Source: an optimization exercise on an open RTL-to-GDS flow (aim: a short achievable clock period and few clock cycles per item). Production flows keep margins and buffers that such runs may drop. Only simulation tests tie the RTL to the original design; equivalence was not proved. No activity file was given, so power comes from the tool's default toggle rates.

### flow/run.sh
#!/bin/bash
# synth_recipe.tcl (not shown) runs the flow's synth.tcl, then flattens the netlist and writes it again
# the make line also repeats each setting of config.mk as NAME=value (left out here)
make -C /OpenROAD-flow-scripts/flow DESIGN_CONFIG=/design/flow/config.mk WORK_HOME=/design/flow/orfs CLKGATE_MAP_FILE= SYNTH_SCRIPT=/design/flow/synth_recipe.tcl finish
### flow/config.mk
export PLATFORM = sky130hd
export DESIGN_NAME = systolic_top
export DESIGN_NICKNAME = systolic_top
export VERILOG_FILES = /design/flow/design.v
export SDC_FILE = /design/flow/constraint.sdc
export NUM_CORES = 4
export LEC_CHECK = 0
export CAP_MARGIN = 20
export CORE_MARGIN = 2
export CORE_UTILIZATION = 50
export SETUP_SLACK_MARGIN = 2.7
export SLEW_MARGIN = 20
### flow/constraint.sdc
create_clock -name core_clock -period 5.0 [get_ports {clk}]
set_input_delay 1.0000 -clock core_clock [delete_from_list [all_inputs] [get_ports {clk}]]
set_output_delay 1.0000 -clock core_clock [all_outputs]
set_load 0.01 [all_outputs]
### flow/design.v
`default_nettype none
package systolic_pkg;
	localparam int ELEM_W = 8;  
	localparam int DIM = 8;  
	localparam int WORD_W = DIM * ELEM_W;
	localparam int IDX_W = 8;
	localparam int K_W = 4;
	localparam int ROW_W = $clog2(DIM);  
	localparam int PROD_W = 14;  
	typedef logic [ELEM_W-1:0] elem_t;
	typedef logic [WORD_W-1:0] word_t;
	typedef logic [IDX_W-1:0] idx_t;
endpackage
`default_nettype wire
`timescale 1ns/1ns
`default_nettype none
module pe_mul (
	input logic [7:0] a,
	input logic [7:0] b,
	output logic [13:0] v
);
	logic n1, n2, n3, n4, n5, n6, n7, n8, n9, n10, n11, n12, n13, n14, n15, n16, n17, n18, n19, n20, n21, n22, n23, n24, n25, n26, n27, n28, n29, n30, n31, n32, n33, n34, n35, n36, n37, n38, n39, n40, n41, n42, n43, n44, n45, n46, n47, n48, n49;
	logic [5:0] n50;
	logic [5:0] n51;
	logic [5:0] n52;
	assign n1 = b[0] ^ 1'b0;
	assign n2 = (b[1] & ~b[0] & ~1'b0) | (~b[1] & b[0] & 1'b0);
	assign n3 = (n1 & a[0]) ^ b[1];
	assign n4 = ((n1 & a[1]) | (n2 & a[0])) ^ b[1];
	assign n5 = ((n1 & a[2]) | (n2 & a[1])) ^ b[1];
	assign n6 = ((n1 & a[3]) | (n2 & a[2])) ^ b[1];
	assign n7 = ((n1 & a[4]) | (n2 & a[3])) ^ b[1];
	assign n8 = ((n1 & a[5]) | (n2 & a[4])) ^ b[1];
	assign n9 = ((n1 & a[6]) | (n2 & a[5])) ^ b[1];
	assign n10 = ((n1 & a[7]) | (n2 & a[6])) ^ b[1];
	assign n11 = b[2] ^ b[1];
	assign n12 = (b[3] & ~b[2] & ~b[1]) | (~b[3] & b[2] & b[1]);
	assign n13 = (n11 & a[0]) ^ b[3];
	assign n14 = ((n11 & a[1]) | (n12 & a[0])) ^ b[3];
	assign n15 = ((n11 & a[2]) | (n12 & a[1])) ^ b[3];
	assign n16 = ((n11 & a[3]) | (n12 & a[2])) ^ b[3];
	assign n17 = ((n11 & a[4]) | (n12 & a[3])) ^ b[3];
	assign n18 = ((n11 & a[5]) | (n12 & a[4])) ^ b[3];
	assign n19 = b[4] ^ b[3];
	assign n20 = (b[5] & ~b[4] & ~b[3]) | (~b[5] & b[4] & b[3]);
	assign n21 = (n19 & a[0]) ^ b[5];
	assign n22 = ((n19 & a[1]) | (n20 & a[0])) ^ b[5];
	assign n23 = ((n19 & a[2]) | (n20 & a[1])) ^ b[5];
	assign n24 = ((n19 & a[3]) | (n20 & a[2])) ^ b[5];
	assign n25 = b[6] ^ b[5];
	assign n26 = (b[7] & ~b[6] & ~b[5]) | (~b[7] & b[6] & b[5]);
	assign n27 = (n25 & a[0]) ^ b[7];
	assign n28 = ((n25 & a[1]) | (n26 & a[0])) ^ b[7];
	assign n29 = n10 ^ n18;
	assign n30 = n24 ^ n28;
	assign n31 = n29 ^ n30;
	assign n32 = b[7] ^ n9;
	assign n33 = b[7] & n9;
	assign n34 = b[5] ^ n7;
	assign n35 = b[5] & n7;
	assign n36 = n8 ^ n16;
	assign n37 = n8 & n16;
	assign n38 = n32 ^ n17 ^ n23;
	assign n39 = (n32 & n17) | (n32 & n23) | (n17 & n23);
	assign n40 = b[3] ^ n5;
	assign n41 = b[3] & n5;
	assign n42 = n6 ^ n14;
	assign n43 = n6 & n14;
	assign n44 = n34 ^ n15 ^ n21;
	assign n45 = (n34 & n15) | (n34 & n21) | (n15 & n21);
	assign n46 = n36 ^ n22 ^ n35;
	assign n47 = (n36 & n22) | (n36 & n35) | (n22 & n35);
	assign n48 = n38 ^ n27 ^ n37;
	assign n49 = (n38 & n27) | (n38 & n37) | (n27 & n37);
	assign n50 = {1'b0, n44, n42, n40, n4, b[1]};
	assign n51 = {1'b0, n43, n41, n13, 1'b0, n3};
	assign n52 = n50 + n51;
	assign v[0] = n52[0];
	assign v[1] = n52[1];
	assign v[2] = n52[2];
	assign v[3] = n52[3];
	assign v[4] = n52[4];
	assign v[5] = n46;
	assign v[6] = n45;
	assign v[7] = n52[5];
	assign v[8] = n48;
	assign v[9] = n47;
	assign v[10] = n31;
	assign v[11] = n33;
	assign v[12] = n39;
	assign v[13] = n49;
endmodule
module pe_acc (
	input logic [13:0] v,
	input logic [7:0] acc,
	output logic [7:0] acc_n
);
	logic n1, n2, n3, n4;
	assign n1 = v[5] ^ v[6] ^ v[7];
	assign n2 = (v[5] & v[6]) | (v[5] & v[7]) | (v[6] & v[7]);
	assign n3 = v[8] ^ v[9] ^ acc[6];
	assign n4 = (v[8] & v[9]) | (v[8] & acc[6]) | (v[9] & acc[6]);
	logic [1:0][7:0] x;
	assign x[0] = {v[10], n3, n1, v[4], v[3], v[2], v[1], v[0]};
	assign x[1] = {v[11], n2, acc[5], acc[4], acc[3], acc[2], acc[1], acc[0]};
	logic top;
	assign top = v[12] ^ v[13] ^ acc[7] ^ n4;
	assign acc_n = (x[0] + x[1]) ^ {top, 7'd0};
endmodule
`default_nettype wire
`timescale 1ns/1ns
`default_nettype none
module skew_feeder (
	input wire clk,
	input wire rst,
	input systolic_pkg::word_t a_word_i,  
	input systolic_pkg::word_t b_word_i,
	output logic [systolic_pkg::DIM*systolic_pkg::DIM*systolic_pkg::PROD_W-1:0] prod_o  
);
	localparam int DIM = systolic_pkg::DIM;
	localparam int ELEM_W = systolic_pkg::ELEM_W;
	localparam int WORD_W = systolic_pkg::WORD_W;
	localparam int PROD_W = systolic_pkg::PROD_W;
	logic [DIM*DIM*PROD_W-1:0] prod_d;
	for (genvar r = 0; r < DIM; r++) begin : g_row
		for (genvar c = 0; c < DIM; c++) begin : g_col
			pe_mul mul_inst (
				.a(a_word_i[WORD_W-1-r*ELEM_W -: ELEM_W]),
				.b(b_word_i[WORD_W-1-c*ELEM_W -: ELEM_W]),
				.v(prod_d[(r*DIM+c)*PROD_W +: PROD_W])
			);
		end
	end
	always_ff @(posedge clk) begin
		prod_o <= prod_d;
	end
endmodule
`default_nettype wire
`timescale 1ns/1ns
`default_nettype none
module pe_array (
	input wire clk,
	input wire rst,
	input logic [systolic_pkg::DIM*systolic_pkg::DIM*systolic_pkg::PROD_W-1:0] prod_i,
	input logic busy_i,
	input logic shift_i,
	output systolic_pkg::word_t row0_o  
);
	localparam int DIM = systolic_pkg::DIM;
	localparam int ELEM_W = systolic_pkg::ELEM_W;
	localparam int PROD_W = systolic_pkg::PROD_W;
	logic [DIM*DIM*ELEM_W-1:0] acc_q;  
	logic [DIM*DIM*ELEM_W-1:0] acc_d;
	for (genvar e = 0; e < DIM*DIM; e++) begin : g_pe
		pe_acc acc_inst (
			.v(prod_i[e*PROD_W +: PROD_W]),
			.acc(acc_q[e*ELEM_W +: ELEM_W]),
			.acc_n(acc_d[e*ELEM_W +: ELEM_W])
		);
	end
	always_ff @(posedge clk) begin
		if (shift_i) begin
			acc_q <= {{(DIM*ELEM_W){1'b0}}, acc_q[DIM*DIM*ELEM_W-1:DIM*ELEM_W]};
		end else if (busy_i) begin
			acc_q <= acc_d;
		end else begin
			acc_q <= '0;
		end
	end
	logic [DIM*ELEM_W-1:0] out_q;
	always_ff @(posedge clk) begin
		if (shift_i) begin
			out_q <= acc_q[DIM*ELEM_W +: DIM*ELEM_W];
		end else begin
			out_q <= acc_d[0 +: DIM*ELEM_W];
		end
	end
	assign row0_o = out_q;
endmodule
`default_nettype wire
`timescale 1ns/1ns
`default_nettype none
module array_sequencer #(
	parameter int MAX_K = 9
) (
	input wire clk,
	input wire rst,
	input logic start_i,
	input logic [systolic_pkg::K_W-1:0] k_i,
	input systolic_pkg::word_t row0_i,
	output logic busy_o,
	output logic shift_o,
	output systolic_pkg::idx_t rd_index_o,
	output logic out_we_o,
	output systolic_pkg::idx_t out_index_o,
	output systolic_pkg::word_t out_wdata_o,
	output logic done_o
);
	localparam int K_W = systolic_pkg::K_W;
	localparam int ROW_W = systolic_pkg::ROW_W;
	localparam int DIM = systolic_pkg::DIM;
	localparam int WORD_W = systolic_pkg::WORD_W;
	localparam int IDX_W = systolic_pkg::IDX_W;
	localparam logic [K_W-1:0] K_MAX = K_W'(MAX_K);
	logic busy_q;  
	logic feed_q;  
	logic [K_W-1:0] rd_q;  
	logic [K_W-1:0] klast_q;  
	logic [K_W-1:0] k_clamp;
	logic start;
	logic last1_q;  
	logic drain_q;  
	logic [ROW_W-1:0] row_q;  
	logic shift_q;  
	logic done_q;
	logic [K_W-1:0] rd_d;
	logic we_o_q;
	logic done_o_q;
	logic [ROW_W-1:0] idx_o_q;
	logic [K_W-1:0] rd_o_q;
	always_comb begin
		if (k_i > K_MAX) begin
			k_clamp = K_MAX;
		end else if (k_i == '0) begin
			k_clamp = K_W'(1);
		end else begin
			k_clamp = k_i;
		end
	end
	assign start = !busy_q && start_i;
	always_comb begin
		rd_d = rd_q;
		if (start) begin
			rd_d = (k_clamp != K_W'(1)) ? K_W'(1) : '0;  
		end else if (feed_q) begin
			rd_d = (rd_q == klast_q) ? '0 : rd_q + K_W'(1);
		end
	end
	assign busy_o = busy_q;
	assign shift_o = shift_q;
	always_ff @(posedge clk or posedge rst) begin
		if (rst) begin
			busy_q <= 1'b0;
			feed_q <= 1'b0;
			rd_q <= '0;
			klast_q <= '0;
			last1_q <= 1'b0;
			drain_q <= 1'b0;
			row_q <= '0;
			shift_q <= 1'b0;
			done_q <= 1'b0;
		end else begin
			rd_q <= rd_d;
			if (start) begin
				busy_q <= 1'b1;
				feed_q <= (k_clamp != K_W'(1));
				klast_q <= k_clamp - K_W'(1);
				last1_q <= (k_clamp == K_W'(1));
				row_q <= '0;
			end else begin
				if (done_q) begin
					busy_q <= 1'b0;
				end
				last1_q <= feed_q && (rd_q == klast_q);
				if (feed_q && rd_q == klast_q) begin
					feed_q <= 1'b0;
				end
			end
			shift_q <= last1_q || (row_q != '0);  
			if (last1_q || drain_q) begin
				row_q <= row_q + ROW_W'(1);
				drain_q <= (row_q != ROW_W'(DIM - 1));
				done_q <= (row_q == ROW_W'(DIM - 1));
			end else begin
				done_q <= 1'b0;
			end
		end
	end
	always_ff @(posedge clk) begin
		we_o_q <= last1_q || drain_q;
		done_o_q <= (last1_q || drain_q) && (row_q == ROW_W'(DIM - 1));
		idx_o_q <= row_q;
		rd_o_q <= rst ? '0 : rd_d;  
	end
	assign rd_index_o = IDX_W'(rd_o_q);
	assign out_we_o = we_o_q;
	assign out_index_o = IDX_W'(idx_o_q);
	assign out_wdata_o = row0_i;
	assign done_o = done_o_q;
endmodule
`default_nettype wire
`timescale 1ns/1ns
`default_nettype none
module systolic_top #(
	parameter int MAX_K = 9
) (
	input wire clk,
	input wire rst,
	input logic start_i,
	input logic [systolic_pkg::K_W-1:0] k_i,
	input systolic_pkg::word_t a_rdata_i,  
	input systolic_pkg::word_t b_rdata_i,  
	output systolic_pkg::idx_t rd_index_o,
	output logic out_we_o,
	output systolic_pkg::idx_t out_index_o,
	output systolic_pkg::word_t out_wdata_o,
	output logic done_o
);
	localparam int DIM = systolic_pkg::DIM;
	localparam int WORD_W = systolic_pkg::WORD_W;
	localparam int PROD_W = systolic_pkg::PROD_W;
	logic busy;
	logic shift;
	logic [DIM*DIM*PROD_W-1:0] prod;
	systolic_pkg::word_t row0;
	skew_feeder skew_feeder_inst (
		.clk(clk),
		.rst(rst),
		.a_word_i(a_rdata_i),
		.b_word_i(b_rdata_i),
		.prod_o(prod)
	);
	pe_array pe_array_inst (
		.clk(clk),
		.rst(rst),
		.prod_i(prod),
		.busy_i(busy),
		.shift_i(shift),
		.row0_o(row0)
	);
	array_sequencer #(
		.MAX_K(MAX_K)
	) array_sequencer_inst (
		.clk(clk),
		.rst(rst),
		.start_i(start_i),
		.k_i(k_i),
		.row0_i(row0),
		.busy_o(busy),
		.shift_o(shift),
		.rd_index_o(rd_index_o),
		.out_we_o(out_we_o),
		.out_index_o(out_index_o),
		.out_wdata_o(out_wdata_o),
		.done_o(done_o)
	);
endmodule
`default_nettype wire
==> out/results.tsv, run 1 <==
stage	metric	value	unit
clocking	CTS max path bufs	3	
placed_design	Post-Place Cells	15000	
timing	Least-Margin Pin Slew	1.28	ns
timing	Worst slew margin	0.147	
route	DRT iter0 DRCs	15500	
placed_design	I/O Buffers	207	
global_route	largest net degree at the start of global routing	105	
route	final WL	505000	µm
floorplanning	core area	219000	µm²
layout	fill count	17900	
route	antenna viol nets, final	0	
floorplanning	Starting Density	0.502	
yosys	Commonest cells post-synth	a21oi_1 (1497), dfxtp_1 (1481), xnor2_1 (1181)	
global_route	initial antenna violation count	45	
timing	clk_skew	0.0402	ns
route	# DRC	0	
floorplanning	Die H	473	µm
timing	Final min period	2.43	ns
yosys	area fraction of the dominant cell type after synthesis	0.269	
route	via count	105000	
yosys	Main synth FF type	dfxtp_1	
yosys	post-synthesis cell area	110000	µm²
placed_design	Final GP Congestion	0.900	
floorplanning	Die ar.	224000	µm²
timing	RSZ-0062 raised after global routing	true	
global_route	total gr overflow	0	
worst_setup_path	Crit Path Max Fanout	16	
layout	Post-Route Utilization	0.635	
min_path	hold crit path type	reg2reg	
yosys	Async SR Flop Fraction	0.0113	
clocking	CTS tree	built	
timing	Max Fclk	0.412	GHz
yosys	Unique masters post-synth	65	
global_route	gr usage total	0.401	
power_and_ir_drop	peak supply drop	0.000394	V
route	routed len/inst	31.7	µm
worst_setup_path	CP endpoint kind	register	
yosys	yosys warns	3	
yosys	sequential-to-total area share from yosys stat	0.273	
placed_design	worst slack, placed	0.728	ns
yosys	mean post-synth cell area	8.67	µm²
timing	Final Max Slew Viols	0	
yosys	Synth Instances	12700	
floorplanning	die width	473	µm
floorplanning	row cnt	172	
power_and_ir_drop	Leak	0.0567	µW
timing	Final Hold Viols	0	
timing	period utilisation layout	0.486	
yosys	Area contributors post-synth	dfxtp_1 (27%), ha_1 (12%), xnor2_1 (9.4%)	
run	MaxCap Viol Count	0	
worst_setup_path	CP Class	in2reg	
timing	Sum Neg Setup Slack	0	ns
worst_setup_path	WP data required	5.73	ns
placed_design	post-DP HPWL	268000	µm
yosys	count of state elements after synthesis	1498	
yosys	number of synthesized flops with an enable pin	0	
layout	layout cells sized above 1	0.206	
floorplanning	IO Pins	217	
clocking	CTS Root Cell	clkbuf_16	
global_route	vias in the first global route	96600	
clocking	Sink Count	1498	
clocking	htree depth	4	
timing	slack of the critical path	2.57	ns
layout	fin nets	14500	
layout	Layout area overhead	26.5	%
clocking	CTS buffer count	181	
clocking	hold-fix buffers at CTS	0	
clocking	Worst-Skew Late Latency	0.88	ns
timing	final setup fails	0	
layout	Finished Layout Cells	15900	
yosys	most frequent cell after synthesis	a21oi_1	
route	Pre-antenna DRT Iters	11	
route	drt via density	6.60	
yosys	area leader, netlist	dfxtp_1	
clocking	Worst-path clk slew	0.06	ns
global_route	first-pass GRT wire length	664000	µm
worst_setup_path	crit start category	primary input	
run_status	outcome	finished clean	
power_and_ir_drop	Power Dens Cells	498	nW/µm²
timing	hold_ws	0.434	ns
worst_setup_path	CP Data Arrival Time	3.16	ns
==> placed cells by master (no fill, tap or decap), drive strengths merged, types with 60 or more instances in the layout <==
master / n
a211oi: 186
a21boi: 60
a21o: 174
a21oi: 1497
a221oi: 182
a22o: 73
a22oi: 193
a31oi: 73
buf: 861
bufbuf: 73
clkbuf: 357
dfxtp: 1481
fa: 448
ha: 1094
inv: 416
maj3: 97
nand2: 1026
nand2b: 126
nor2: 642
nor2b: 237
nor3b: 91
o211ai: 71
o21ai: 720
o22ai: 375
o31ai: 268
xnor2: 1189
xor2: 388
==> metal layers <==
metal	global-route usage	up-vias	wire [µm]
li1	-	45000	-
met1	0.514	49800	186000
met2	0.563	7820	195000
met3	0.133	2268	75400
met4	0.284	38	48100
met5	0	-	571
==> metrics by stage <==
stage          area [µm²]  power (µW)
6_report           139000       69400
5_1_grt            139000       73500
4_1_cts            131000       66800
3_5_place_dp       118000       51400
3_3_place_gp       118000       50500
2_1_floorplan      116000       42700
==> flip-flops by register name, summed over array words and instances, names as in the netlist <==
signal,count
array_sequencer_inst.rd_q,4
array_sequencer_inst.done_o_q,1
skew_feeder_inst.prod_o,896
array_sequencer_inst.done_q,1
array_sequencer_inst.last1_q,1
array_sequencer_inst.row_q,3
pe_array_inst.out_q,64
array_sequencer_inst.drain_q,1
pe_array_inst.acc_q,512
array_sequencer_inst.rd_o_q,4
array_sequencer_inst.idx_o_q,3
array_sequencer_inst.busy_q,1
array_sequencer_inst.shift_q,1
array_sequencer_inst.klast_q,4
array_sequencer_inst.we_o_q,1
array_sequencer_inst.feed_q,1
==> path summary, 6_finish.rpt <==
check / start / endpoint / slack [ns] / depth (start not counted)
worst max-delay path: a_rdata_i[22] / skew_feeder_inst.prod_o[582] / 2.57 / 7
worst min-delay path: array_sequencer_inst.row_q[1] / array_sequencer_inst.idx_o_q[1] / 0.43 / 0
worst max register to register: skew_feeder_inst.prod_o[99] / pe_array_inst.out_q[63] / 2.63 / 8
worst min register to register: array_sequencer_inst.row_q[1] / array_sequencer_inst.idx_o_q[1] / 0.43 / 0
max in group asynchronous: rst / array_sequencer_inst.shift_q / 3.85 / 2
min in group asynchronous: rst / array_sequencer_inst.rd_q[2] / 0.66 / 2
==> final cells by class <==
class	count	area, µm²	area share
Antenna cell	32	80.1	0.000575
Multi-Input combinational cell	9689	81100	0.582
Clock buffer	267	5410	0.0388
Timing Repair Buffer	1053	16300	0.117
Inverter	431	1920	0.0137
Timing Repair inverter	4	31.3	0.000224
Sequential cell	1498	30200	0.216
Tap cell	2871	3590	0.0258
Clock inverter	66	753	0.00541
==> kinds of logic after synthesis <==
kind of cell | Yosys count | share of synthesized area
compound gates | 4031 | 0.224
flops | 1498 | 0.273
simple gates | 2355 | 0.0963
mux | 68 | 0.00668
other cells | 1 | 0.0000340
buf+inv | 1536 | 0.0586
fa+ha+maj | 1639 | 0.214
xor+xnor | 1577 | 0.127
==> where the power goes <==
part	switching, µW	internal (µW)	leakage [µW]	total [µW]
clock	5840	8150	0.00305	14000
sequential	2640	16300	0.0126	19000
combinational	20100	16400	0.0411	36500
==> critical path: stages <==
cell	delay [ns]
buf_16	0.22
nand2_1	0.19
o211ai_1	0.22
o21ai_4	0.21
ha_4	0.29
fa_1	0.55
fa_1	0.41
==> timing repair <==
action,CTS,global route
pin swaps,52,233
cloned,98,92
resized for setup,1309,941
setup endpoints to repair,971,414
setup buffers,110,241
Testbench counts, summed over its fixed seeds: cycles 16,942, items 1,200.
==> run 2: changes to the inputs <==
--- a/flow/config.mk
+++ b/flow/config.mk
@@ -7,6 +7,6 @@
 export LEC_CHECK = 0
 export CAP_MARGIN = 20
 export CORE_MARGIN = 2
-export CORE_UTILIZATION = 50
+export CORE_UTILIZATION = 55
 export SETUP_SLACK_MARGIN = 2.7
 export SLEW_MARGIN = 20
==> out/results.tsv, run 2 <==
stage	metric	value	unit
placed_design	I/O Buffers	207	
power_and_ir_drop	Comb power frac	0.526	
route	final WL	500000	µm
clocking	Worst-Skew Late Latency	0.87	ns
worst_setup_path	WP data required	5.74	ns
route	via count	105000	
yosys	Commonest cells post-synth	a21oi_1 (1497), dfxtp_1 (1481), xnor2_1 (1181)	
yosys	mean post-synth cell area	8.67	µm²
yosys	Main synth FF type	dfxtp_1	
floorplanning	Die H	452	µm
route	Pre-antenna DRT Iters	9	
timing	Sum Neg Setup Slack	0	ns
floorplanning	row cnt	164	
timing	Final Max Slew Viols	0	
power_and_ir_drop	Leak	0.0565	µW
yosys	sequential-to-total area share from yosys stat	0.273	
timing	RSZ-0062 raised after global routing	true	
worst_setup_path	Crit Path Max Fanout	7	
power_and_ir_drop	sequential power share	0.271	
floorplanning	Die ar.	204000	µm²
clocking	Worst-path clk slew	0.06	ns
yosys	Area contributors post-synth	dfxtp_1 (27%), ha_1 (12%), xnor2_1 (9.4%)	
yosys	most frequent cell after synthesis	a21oi_1	
timing	Final min period	2.45	ns
power_and_ir_drop	peak supply drop	0.000500	V
route	# DRC	0	
layout	max FFs per register	896	
run	MaxCap Viol Count	0	
min_path	hold crit path type	reg2reg	
global_route	vias in the first global route	95800	
placed_design	worst slack, placed	0.820	ns
timing	slack of the critical path	2.55	ns
placed_design	Final GP Congestion	0.942	
layout	fin nets	14500	
yosys	count of state elements after synthesis	1498	
global_route	first-pass GRT wire length	668000	µm
floorplanning	Starting Density	0.552	
power_and_ir_drop	Sw Ratio	0.413	
layout	fill count	15400	
power_and_ir_drop	Clk pwr share	0.203	
power_and_ir_drop	Net Sw Power	29000	µW
timing	Final Hold Viols	0	
yosys	area leader, netlist	dfxtp_1	
worst_setup_path	CP Data Arrival Time	3.19	ns
route	DRT iter0 DRCs	14900	
timing	Worst slew margin	0.193	
yosys	yosys warns	3	
clocking	CTS tree	built	
yosys	post-synthesis cell area	110000	µm²
clocking	hold-fix buffers at CTS	0	
global_route	gr usage total	0.444	
layout	FF/Latch Area	30100	µm²
floorplanning	die width	452	µm
layout	Reg with most FFs	skew_feeder_inst.prod_o	
layout	Multi-input gate area	81500	µm²
layout	layout cells sized above 1	0.208	
layout	Layout area overhead	26.2	%
clocking	htree depth	4	
power_and_ir_drop	Tot Pwr	70200	µW
clocking	CTS Root Cell	clkbuf_16	
worst_setup_path	CP Class	in2reg	
layout	most frequent cells in the layout	dfxtp_1 (1438), a21oi_1 (1240), xnor2_1 (1106)	
global_route	initial antenna violation count	47	
route	antenna viol nets, final	0	
worst_setup_path	crit start category	primary input	
yosys	Unique masters post-synth	65	
yosys	Async SR Flop Fraction	0.0113	
clocking	CTS max path bufs	3	
floorplanning	core area	199000	µm²
floorplanning	IO Pins	217	
timing	final setup fails	0	
timing	clk_skew	0.0412	ns
power_and_ir_drop	Power Internal	41200	µW
worst_setup_path	CP endpoint kind	register	
timing	period utilisation layout	0.490	
run_status	outcome	finished clean	
clocking	Sink Count	1498	
route	routed len/inst	31.8	µm
clocking	CTS buffer count	177	
yosys	area fraction of the dominant cell type after synthesis	0.269	
yosys	number of synthesized flops with an enable pin	0	
layout	largest registers	skew_feeder_inst.prod_o: 896 flops, pe_array_inst.acc_q: 512 flops, pe_array_inst.out_q: 64 flops	
layout	commonest non-fill, non-tap cell in the layout	dfxtp_1	
power_and_ir_drop	Power Dens Cells	505	nW/µm²
placed_design	post-DP HPWL	273000	µm
route	drt via density	6.68	
yosys	Synth Instances	12700	
timing	Max Fclk	0.408	GHz
global_route	largest net degree at the start of global routing	109	
timing	Least-Margin Pin Slew	1.21	ns
global_route	total gr overflow	0	
run 2: stage by stage:
stage / std cells / utilization / instance area (µm²) / hold slack [ns]
after floorplan: 12700 / - / 116000 / 0.392
after global placement: 14800 / 0.589 / 118000 / 0.412
after detailed placement: 14800 / 0.589 / 118000 / 0.413
after CTS: 15400 / 0.658 / 131000 / 0.426
after global routing: 15700 / 0.696 / 139000 / 0.447
final: 15700 / 0.697 / 139000 / 0.431
run 2: path summary, 6_finish.rpt:
| kind | cells after the start | end | from | slack, ns |
|---|---|---|---|---|
| min in group asynchronous | 2 | array_sequencer_inst.klast_q[1] | rst | 0.64 |
| worst max register to register | 4 | pe_array_inst.acc_q[494] | array_sequencer_inst.shift_q | 2.65 |
| max in group asynchronous | 2 | array_sequencer_inst.shift_q | rst | 3.85 |
| worst min register to register | 0 | array_sequencer_inst.idx_o_q[2] | array_sequencer_inst.row_q[2] | 0.43 |
| worst max-delay path | 12 | skew_feeder_inst.prod_o[693] | a_rdata_i[9] | 2.55 |
| worst min-delay path | 0 | array_sequencer_inst.idx_o_q[2] | array_sequencer_inst.row_q[2] | 0.43 |
run 2: logic make-up (layout without fill, tap and decap cells):
logic type | after synthesis | count (layout) | synth area share
AO/OA/AOI/OAI | 4031 | 4031 | 0.224
other | 1 | 61 | 0.0000340
multiplexers | 68 | 68 | 0.00668
buffers and inverters | 1536 | 1814 | 0.0586
adder cells (fa/ha/maj) | 1639 | 1639 | 0.214
XOR/XNOR | 1577 | 1578 | 0.127
AND/OR/NAND/NOR | 2355 | 2367 | 0.0963
flip-flops | 1498 | 1498 | 0.273
run 2: critical path, cell delays in order:
cell        delay [ns]
buf_12            0.09
clkinvlp_4        0.23
buf_12            0.25
buf_12            0.14
a211oi_2          0.19
nor2_1            0.08
a221oi_2          0.27
ha_1              0.33
ha_4              0.27
nor2b_1           0.13
o21ai_1           0.13
nand2b_1          0.07
run 2: area by class of cell:
| class | instances | share of cell area |
|---|---|---|
| Clock inverter | 70 | 0.00718 |
| Tap cell | 2656 | 0.0239 |
| Timing Repair Buffer | 1054 | 0.112 |
| Multi-Input combinational cell | 9692 | 0.586 |
| Antenna cell | 52 | 0.000936 |
| Inverter | 431 | 0.0142 |
| Timing Repair inverter | 2 | 0.000108 |
| Sequential cell | 1498 | 0.217 |
| Clock buffer | 257 | 0.0379 |
run 2: power by group through the flow:
stage / clock (µW) / combinational, µW / sequential, µW
6_report: 14300 / 36900 / 19000
5_1_grt: 14700 / 40100 / 19300
4_1_cts: 14300 / 34300 / 18900
3_5_place_dp: 0 / 32700 / 19100
3_3_place_gp: 0 / 31900 / 19000
2_1_floorplan: 0 / 24500 / 18200
run 2: routing by layer:
metal / wire length (µm) / vias to the layer above / global-route usage / part of all wire
met3: 71600 / 2289 / 0.131 / 0.14
met5: 469 / - / 0.00326 / 0.00094
met2: 195000 / 7770 / 0.618 / 0.39
met1: 185000 / 49800 / 0.578 / 0.37
li1: - / 45000 / - / -
met4: 48200 / 34 / 0.335 / 0.096
run 2: timing repair:
action,CTS,global route
pin swaps,88,278
cloned,89,77
buffers inserted,148,193
resized for setup,1358,906
setup endpoints to repair,1104,423
hold endpoints to repair,0,0
==> run 3: changes to the inputs <==
--- a/flow/config.mk
+++ b/flow/config.mk
@@ -7,6 +7,6 @@
 export LEC_CHECK = 0
 export CAP_MARGIN = 20
 export CORE_MARGIN = 2
-export CORE_UTILIZATION = 55
-export SETUP_SLACK_MARGIN = 2.7
+export CORE_UTILIZATION = 50
+export SETUP_SLACK_MARGIN = 2.85
 export SLEW_MARGIN = 20
==> out/results.tsv, run 3 <==
stage	metric	value	unit
run_status	outcome	finished clean	
route	routed len/inst	34.4	µm
global_route	GR Util met3	0.205	
yosys	mean post-synth cell area	8.67	µm²
yosys	area leader, netlist	dfxtp_1	
worst_setup_path	crit start category	primary input	
layout	fill count	15800	
worst_setup_path	CP endpoint kind	register	
global_route	initial antenna violation count	73	
global_route	GR Util met2	0.617	
global_route	vias in the first global route	103000	
floorplanning	Die H	473	µm
layout	layout cells sized above 1	0.313	
timing	Final min period	2.45	ns
power_and_ir_drop	peak supply drop	0.000386	V
layout	Layout area overhead	40.4	%
timing	RSZ-0062 raised after global routing	true	
timing	Final Max Slew Viols	0	
global_route	gr usage total	0.454	
timing	hold_ws	0.423	ns
placed_design	I/O Buffers	207	
timing	Max Fclk	0.407	GHz
timing	Sum Neg Setup Slack	0	ns
global_route	largest net degree at the start of global routing	147	
min_path	hold crit path type	reg2reg	
placed_design	Final GP Congestion	0.904	
yosys	Synth Instances	12700	
worst_setup_path	WP data required	5.81	ns
yosys	most frequent cell after synthesis	a21oi_1	
floorplanning	row cnt	172	
yosys	yosys warns	3	
route	antenna viol nets, final	0	
timing	period utilisation layout	0.491	
yosys	Commonest cells post-synth	a21oi_1 (1497), dfxtp_1 (1481), xnor2_1 (1181)	
layout	fin nets	15100	
yosys	Async SR Flop Fraction	0.0113	
route	drt via density	6.85	
power_and_ir_drop	Leak	0.0625	µW
yosys	sequential-to-total area share from yosys stat	0.273	
timing	Least-Margin Pin Slew	1.06	ns
clocking	Sink Count	1498	
placed_design	post-DP HPWL	270000	µm
timing	Final Hold Viols	0	
clocking	hold-fix buffers at CTS	0	
yosys	count of state elements after synthesis	1498	
run	MaxCap Viol Count	0	
yosys	post-synthesis cell area	110000	µm²
power_and_ir_drop	Power Dens Cells	482	nW/µm²
floorplanning	die width	473	µm
floorplanning	Die ar.	224000	µm²
floorplanning	Starting Density	0.502	
power_and_ir_drop	Clk pwr share	0.190	
clocking	Worst-Skew Late Latency	0.87	ns
global_route	met1 Use GR	0.554	
yosys	Unique masters post-synth	65	
yosys	Area contributors post-synth	dfxtp_1 (27%), ha_1 (12%), xnor2_1 (9.4%)	
clocking	CTS Root Cell	clkbuf_16	
clocking	htree depth	4	
layout	Reg with most FFs	skew_feeder_inst.prod_o	
yosys	number of synthesized flops with an enable pin	0	
power_and_ir_drop	Comb power frac	0.553	
yosys	Main synth FF type	dfxtp_1	
route	Pre-antenna DRT Iters	14	
route	DRT iter0 DRCs	17900	
timing	Worst slew margin	0.289	
clocking	CTS tree	built	
clocking	Worst-path clk slew	0.07	ns
layout	max FFs per register	896	
worst_setup_path	CP Data Arrival Time	3.27	ns
global_route	most used routing layer	met2	
layout	commonest non-fill, non-tap cell in the layout	dfxtp_1	
floorplanning	core area	219000	µm²
timing	final setup fails	0	
global_route	first-pass GRT wire length	739000	µm
timing	clk_skew	0.0334	ns
worst_setup_path	Crit Path Max Fanout	20	
yosys	area fraction of the dominant cell type after synthesis	0.269	
route	final WL	569000	µm
floorplanning	IO Pins	217	
worst_setup_path	CP Class	in2reg	
layout	largest registers	skew_feeder_inst.prod_o: 896 flops, pe_array_inst.acc_q: 512 flops, pe_array_inst.out_q: 64 flops	
global_route	total gr overflow	0	
clocking	CTS buffer count	179	
power_and_ir_drop	Power Internal	43400	µW
clocking	CTS max path bufs	3	
layout	most frequent cells in the layout	dfxtp_1 (1375), xnor2_1 (1069), a21oi_1 (1054)	
power_and_ir_drop	sequential power share	0.257	
power_and_ir_drop	Sw Ratio	0.418	
power_and_ir_drop	Net Sw Power	31100	µW
route	# DRC	0	
route	via count	113000	
-- run 3: what timing repair did --
action | 4_1_cts | 5_1_grt
pin swaps | 440 | 675
setup endpoints to repair | 1236 | 596
buffers inserted | 498 | 338
gates resized for setup | 2354 | 1424
gates cloned | 226 | 72
hold endpoints to repair | 0 | 0
-- run 3: path summary, 6_finish.rpt --
check | start | end | slack, ns | cells after the start
min | array_sequencer_inst.done_q | array_sequencer_inst.busy_q | 0.42 | 1
max | a_rdata_i[60] | skew_feeder_inst.prod_o[106] | 2.55 | 8
max reg2reg | skew_feeder_inst.prod_o[99] | pe_array_inst.out_q[61] | 2.67 | 7
min reg2reg | array_sequencer_inst.done_q | array_sequencer_inst.busy_q | 0.42 | 1
max in group asynchronous | rst | array_sequencer_inst.shift_q | 3.87 | 2
min in group asynchronous | rst | array_sequencer_inst.rd_q[0] | 0.63 | 2
-- run 3: layout make-up --
type                       count  area, µm²  area share
antenna                       74        185     0.00120
clock buffer                 257       5240      0.0339
clock inverter                74        906     0.00586
inverter                     431       2050      0.0132
multi-input combinational   9696      87700       0.567
sequential                  1498      30200       0.195
tap                         2871       3590      0.0232
timing repair buffer        1645      24800       0.160
timing repair inverter         4       28.8    0.000186
-- run 3: kinds of logic after synthesis --
family,Yosys count,share of synthesized area
flip-flops,1498,0.273
multiplexers,68,0.00668
adder cells (fa/ha/maj),1639,0.214
buffers and inverters,1536,0.0586
other,1,0.0000340
AND/OR/NAND/NOR,2355,0.0963
XOR/XNOR,1577,0.127
AO/OA/AOI/OAI,4031,0.224
-- run 3: metal layers --
metal,share of wire,up-vias
met2,0.38,9674
met5,0.0022,-
li1,-,46300
met4,0.11,52
met1,0.35,53900
met3,0.17,3496
-- run 3: critical path: stages --
cell and delay [ns]:
buf_6 0.18, buf_16 0.25, inv_16 0.12, a21oi_1 0.19
o22ai_1 0.13, a21oi_1 0.23, fa_1 0.50, fa_2 0.60
-- run 3: power groups by stage --
stage,Clock [µW],Combinational (µW),Sequential (µW)
floorplan,0,24600,18200
global placement,0,31800,19100
detailed placement,0,32600,19100
CTS,14100,36700,18900
global route,14500,44100,19400
finish,14100,41200,19200
-- run 3: stage by stage --
stage,instance area (µm²),total power [µW],cells,util,worst slack (ns)
floorplan,117000,42900,12700,-,1.72
global placement,119000,50800,15000,0.541,0.834
detailed placement,119000,51700,15000,0.541,0.805
CTS,143000,69700,16100,0.654,2.64
global route,155000,78100,16500,0.705,2.58
finish,155000,74500,16600,0.705,2.55

what the ideal ports hide:
No port has a modelled driver above. Below, the same layouts with a new extraction and two added sets of constraints. Step 1 (the two cells are an assumption about what drives the block):
set clk [get_ports {clk}]
set_driving_cell -lib_cell sky130_fd_sc_hd__clkbuf_16 $clk
set_driving_cell -lib_cell sky130_fd_sc_hd__buf_2 [delete_from_list [all_inputs] $clk]
Step 2, shift: input delay + t, output delay - t, t = (earliest + latest rising clock arrival at the registers) / 2. This alone moves slack from input paths to output paths. Three values: no drivers, after step 1, after step 2; two values: the first two.
run | t, ns | slack for setup (ns) | worst register clock-pin slew, ns
run 1 | 0.957 | 2.572 / 2.285 / 1.328 | 0.07 / 0.07
run 2 | 0.956 | 2.548 / 2.416 / 1.461 | 0.07 / 0.07
run 3 | 0.964 | 2.546 / 2.344 / 1.380 | 0.07 / 0.07
After both steps setup and hold are still met in every run listed. For run 1, which loses most, drivers alone change the setup slack by -0.287 ns; drivers and shift together by -1.244 ns.
